From an optimization exercise on the open Yosys and OpenROAD flow, aimed at small area, a short achievable clock period and few clock cycles; shortcuts taken in it are not production practice.
The RTL was checked by simulation tests, not by an equivalence proof against the original design.
Power and IR drop assume default switching activity.

// buffer_recycle_pool_with_aging
module buffer_recycle_pool_with_aging (
  input  wire logic                         clk,
  input  wire logic                         rst,
  input  wire logic                         in_valid,
  output logic                              in_stall,
  input  wire logic [1:0]                   operation,
  input  wire logic [15:0]                  vertex_count,
  input  wire logic [7:0]                   vertex_size,
  input  wire logic [31:0]                  handle,
  output logic                              out_valid,
  input  wire logic                         out_stall,
  output logic [3:0]                        status,
  output logic [31:0]                       out_handle,
  output logic [23:0]                       buffer_size,
  output logic [23:0]                       copy_bytes,
  output logic                              last,
  input  wire logic                         psel,
  input  wire logic                         penable,
  input  wire logic                         pwrite,
  input  wire logic [2:0]                   paddr,
  input  wire logic [31:0]                  pwdata,
  output logic [31:0]                       prdata,
  output logic                              pready
);
==> flow/config.mk <==
export PLATFORM = sky130hd
export DESIGN_NAME = buffer_recycle_pool_with_aging
export DESIGN_NICKNAME = buffer_recycle_pool_with_aging
export VERILOG_FILES = /design/flow/design.v
export SDC_FILE = /design/flow/constraint.sdc
export NUM_CORES = 8
export LEC_CHECK = 0
export CAP_MARGIN = 20
export CORE_MARGIN = 2
export CORE_UTILIZATION = 40
export CTS_CLUSTER_DIAMETER = 70
export CTS_CLUSTER_SIZE = 25
export PLACE_DENSITY = 0.45
export SLEW_MARGIN = 25
export TNS_END_PERCENT = 100
==> flow/constraint.sdc <==
create_clock -name core_clock -period 10.0 [get_ports {clk}]
set_input_delay 2.0000 -clock core_clock [delete_from_list [all_inputs] [get_ports {clk}]]
set_output_delay 2.0000 -clock core_clock [all_outputs]
set_load 0.01 [all_outputs]
standard.sh (not shown) runs the stock make flow with config.mk's settings and CLKGATE_MAP_FILE= SYNTH_SCRIPT=/design/flow/synth_recipe.tcl, a recipe that flattens the netlist after the stock synthesis.
==> flow/flow/run.sh <==
#!/bin/bash
set -e
export BUFFER_PORTS_ARGS="-buffer_cell sky130_fd_sc_hd__buf_4"
export CTS_ARGS="-sink_clustering_enable -repair_clock_nets -sink_clustering_size 25 -sink_clustering_max_diameter 70 -dont_use_dummy_load"
export SETUP_SLACK_MARGIN=5.2
bash standard.sh > standard.log 2>&1
Testbench counts at the start, summed over its fixed seeds: cycles 6,591.
Then changed:
--- a/flow/design.v
+++ b/flow/design.v
@@ -397,31 +397,39 @@
           p_next = {p_oh[UD-2:0], 1'b0};
           more_next = |(fv & {p_oh[FD-3:0], 2'b00});
         end
       end
     endcase
   end
   assign d_take = !d_v || (ph_b && go && done);
   logic [FD-1:0] f_last_nx0, f_last_nx1;
   logic [UD-1:0] u_last_nx0, u_last_nx1, p_load0, p_load1;
+  logic [5:0]    fcnt_nx;
   always_comb begin
     f_last_nx0 = f_last_oh;
     u_last_nx0 = u_last_oh;
+    fcnt_nx = fcnt;
     if (act && ph_b) begin
       if (is_flush && !more)  f_last_nx0 = '0;
       else if (wf_move)       f_last_nx0 = f_last_oh >> 1;
       if (wu_app)             u_last_nx0 = u_app_oh;
+      if (is_flush && !more)  fcnt_nx = '0;
+      else if (wf_move)       fcnt_nx = fcnt - 6'd1;
+      else if (is_rel && found && !f_full) fcnt_nx = fcnt + 6'd1;
     end
     f_last_nx1 = f_full ? f_last_oh : f_app_oh;
     u_last_nx1 = u_last_oh >> 1;
     if (s1_op == OP_RELEASE) begin
       p_load0 = u_last_nx0;
       p_load1 = u_last_nx1;
+    end else if (s1_op == OP_FLUSH) begin
+      p_load0 = {{(UD-1){1'b0}}, 1'b1};
+      p_load1 = {{(UD-1){1'b0}}, 1'b1};
     end else begin
       p_load0 = {{(UD-FD){1'b0}}, f_last_nx0};
       p_load1 = {{(UD-FD){1'b0}}, f_last_nx1};
     end
   end
   logic [31:0] fw_h, uw_h;
   logic [23:0] fw_s, uw_s;
   logic        uw_p2;
   logic [7:0]  fw_a;
@@ -479,20 +487,21 @@
           end else if (is_rel && hit && !f_full) begin
             fcnt <= fcnt + 6'd1;
           end
           if (is_rel) begin
             if (hit) ucnt <= ucnt - 7'd1;
           end else if (wu_app) begin
             ucnt <= ucnt + 7'd1;
           end
         end
-        ph <= ph_next;
       end
+      if (d_take)   ph <= (s1_op == OP_FLUSH) ? PH_B : PH_A;
+      else if (act) ph <= ph_next;
       if (d_take) d_v <= s1_v;
       if (act && ph_b && emit)          out_valid <= 1'b1;
       else if (out_valid && !out_stall) out_valid <= 1'b0;
     end
   end
   always_ff @(posedge clk) begin
     if (d_take) begin
       d_op    <= s1_op;
       d_h     <= s1_h;
@@ -510,19 +519,22 @@
       rt2     <= rt2_next;
     end
     if (act && ph_b && is_rel && found) begin
       if (u_ok) p_oh <= p_load1;      
     end else if (d_take) begin
       p_oh <= p_load0;
     end else if (act) begin
       p_oh <= p_next;
     end
-    if (act) begin
+    if (d_take) begin
+      found <= (fcnt_nx != 6'd0);
+      more  <= (fcnt_nx > 6'd1);
+    end else if (act) begin
       found <= found_next;
       more  <= more_next;
     end
     age_t <= (d_v && (act ? ph_next : ph) == PH_R) ? age_limit + 8'd1 : age_limit;
     if (act && ((ph_a && !rt2) || (ph_r && !is_alloc) || (ph_b && is_rel))) begin
       if (is_rel) begin
         l_h <= ur_h; l_s <= ur_s; l_a <= 8'd0; l_p2 <= ur_p2;
       end else begin
         l_h <= fr_h; l_s <= fr_s; l_p2 <= fr_p2;
=> Design area barely changes. Clock power stays flat. Global-route usage went up by 0.23 points. Sequential share of layout area went down by 0.15 points. Setup slack gains 0.12 ns. Total power went down by 3.1%. Register-to-register slack gains 0.12 ns. Wire length went down by 0.57%. First-iteration DRC count went down by 0.35%. Synthesized area hardly moves.
Testbench counts after the change, summed over its fixed seeds: cycles 6,568.

port drivers added, routing unchanged:
How much do the figures lean on ideal ports? The routed layouts below were timed once more, with nothing changed but the port constraints. Step 1 assumes that a clkbuf_16 drives the clock port and a buf_2 every other input. Step 2 adds t to the input delays and takes it off the output delays; t is the mean of the earliest and latest rising clock arrival at the registers after step 1. Input paths then give back, and output paths get back, about the clock's delay inside the block. Slacks: ideal / step 1 / step 2; pairs: ideal / step 1.
run | shift t [ns] | slack for setup (ns) | clock arrival spread, ns
the first run | 1.252 | 4.762 / 4.762 / 4.169 | 0.146 / 0.147
the second run | 1.269 | 4.886 / 4.886 / 4.475 | 0.166 / 0.166
After both steps setup and hold are still met in every run listed. The setup slack of the first run, which loses most, moves by 0.000 ns with the drivers and by -0.593 ns with both steps.
